Background: an optimization exercise with open tools, aiming at small area. Do not read the settings as production practice.
No activity file was given, so power comes from the tool's default toggle rates.

job 2557:
==> flow/design.v (excerpt) <==
module text_playback_top (
    input  logic                              CLK100MHZ,
    input  logic                              rst,
    input  logic                              rxd,
    input  logic                              play_msg,
    input  logic                              play_capture,
    output logic                              txd,
    output logic                              tx_busy,
    output logic                              rx_busy,
    output logic [playback_pkg::CNT_W-1:0]    bytes_loaded
);
clock: 10.0 ns
lec_check: 0
cap_margin: 20
core_margin: 2
core_utilization: 60
cts_buf_list: sky130_fd_sc_hd__clkbuf_4
cts_cluster_diameter: 40
cts_cluster_size: 10
slew_margin: 20
run.sh (not shown) runs the stock make flow with config.mk's settings and CLKGATE_MAP_FILE= SYNTH_SCRIPT=/design/flow/synth_recipe.tcl, a recipe that flattens the netlist after the stock synthesis.
Job 2557 | stages: all done | timing, DRC, antenna: all pass
Changes in job 8050 relative to job 2557:
- CTS_CLUSTER_SIZE removed (was 10)
- CTS_BUF_LIST removed (was sky130_fd_sc_hd__clkbuf_4)
- CTS_CLUSTER_DIAMETER removed (was 40)
- ABC_AREA newly set to 1
- CORE_UTILIZATION changed from 60 to 70
==> flow/flow/run.sh (new file) <==
#!/bin/bash
# Standard layout with a leaner clock tree: no dummy loads for balancing,
# mid-size clock buffers, and single-drive buffers on the ports.
cp standard.sh standard_sh.txt 2>/dev/null
export CTS_ARGS="-sink_clustering_enable -repair_clock_nets -dont_use_dummy_load -buf_list sky130_fd_sc_hd__clkbuf_8 -sink_clustering_size 20 -sink_clustering_max_diameter 40"
export BUFFER_PORTS_ARGS="-buffer_cell sky130_fd_sc_hd__buf_1"
bash standard.sh > standard.log 2>&1
==> flow/standard.sh (new file) <==
#!/bin/bash
# synth_recipe.tcl (not shown) runs the flow's synth.tcl, then flattens the netlist and writes it again
# the make line also repeats each setting of config.mk as NAME=value (left out here)
make -C /OpenROAD-flow-scripts/flow DESIGN_CONFIG=/design/flow/config.mk WORK_HOME=/design/flow/orfs CLKGATE_MAP_FILE= SYNTH_SCRIPT=/design/flow/synth_recipe.tcl "${@:-finish}"
removed: flow/run.sh
Findings:
Note that the highest clock frequency the design can meet recorded for job 2557 amounts to 0.856 times the value seen in job 8050.
In job 8050 relative to job 2557, detailed-route via count had gone down slightly.
Looking at overall power consumption, job 8050 sits 410 uW above job 2557.
Job 2557 has a lower smallest hold slack than job 8050.
Per the comparison of job 8050 with job 2557, worst setup slack increased by 0.64 ns relative to the old numbers, area fraction in and, or, nand and nor cells after synthesis increased by 0.84 points relative to the old numbers, ratio of total power to cell area increased by about 4.4% relative to the old numbers.
[compare] base=job 2557 new=job 8050: power share of the combinational group grew by 1.9 points, non-clock buffer area fraction after layout shows a reduction of 0.20 points, combinational power has increased.
## Diff of input files: job 540 against job 8050
- ABC_AREA removed (was 1)
- CORE_UTILIZATION changed from 70 to 60
Results
Job 540 reached the final stage; the timing, design-rule and antenna checks on its layout passed. Compared to job 8050, the routing of job 540 uses less wire. Compared with job 8050, job 540 shows a lower global-route usage. Job 540 vs job 8050 — number of cell rows rose 8. Die width, job 8050 and job 540: smaller value in job 8050. | combinational group share of total power | higher: job 8050 |.
Changes in job 9569 relative to job 540:
- putting CTS_BUF_LIST at sky130_fd_sc_hd__clkbuf_8 where nothing was set
- putting CTS_CLUSTER_SIZE at 20 where nothing was set
- putting CTS_CLUSTER_DIAMETER at 40 where nothing was set
==> flow/run.sh (new file) <==
#!/bin/bash
# synth_recipe.tcl (not shown) runs the flow's synth.tcl, then flattens the netlist and writes it again
# the make line also repeats each setting of config.mk as NAME=value (left out here)
make -C /OpenROAD-flow-scripts/flow DESIGN_CONFIG=/design/flow/config.mk WORK_HOME=/design/flow/orfs CLKGATE_MAP_FILE= SYNTH_SCRIPT=/design/flow/synth_recipe.tcl finish
removed: flow/flow/run.sh
removed: flow/standard.sh
[summary]
- Comparing job 9569 with job 540, the count of input and output buffers came out essentially unchanged.
- On cell count: between job 540 and job 9569, it ends up lower for job 540.
- As far as number of multi-input combinational cells goes, job 9569 and job 540 are indistinguishable; the numbers are identical.
- When the final numbers for job 540 and job 9569 were put side by side, the routed wire length on met2 turned out to be smaller in job 540.
- Via count (higher): job 9569
- In the flow results for job 540 and job 9569, the final-layout clock buffer total is larger on job 9569.
- Job 9569 vs job 540: cell area up in job 9569
- The number of nets in the layout was comparable across job 540 and job 9569.
No functional check of the RTL was part of any run of this note.

==> afterwards: timing with drivers on the ports <==
Ports are ideal in the flow. The routed layouts listed here were re-timed in OpenROAD.
Step 1 assumes that a clkbuf_16 drives the clock port and a buf_2 every other input.
Step 2 adds t to the input delays and takes it off the output delays; t is the mean of the earliest and latest rising clock arrival at the registers after step 1. Input paths then give back, and output paths get back, about the clock's delay inside the block.
Slacks: no drivers / after step 1 / after step 2; pairs: no drivers / after step 1.
run | t (ns) | setup slack, ns | worst register clock-pin slew, ns
job 2557 | 1.092 | 5.527 / 5.467 / 5.949 | 0.11 / 0.11
job 8050 | 0.813 | 6.171 / 6.114 / 5.542 | 0.12 / 0.12
job 540 | 0.794 | 6.348 / 6.288 / 6.258 | 0.11 / 0.11
job 9569 | 0.845 | 5.764 / 5.704 / 5.896 | 0.11 / 0.11
After both steps every run listed still meets setup and hold. The setup slack of job 8050, which loses most, moves by -0.057 ns with the drivers and by -0.629 ns with both steps.
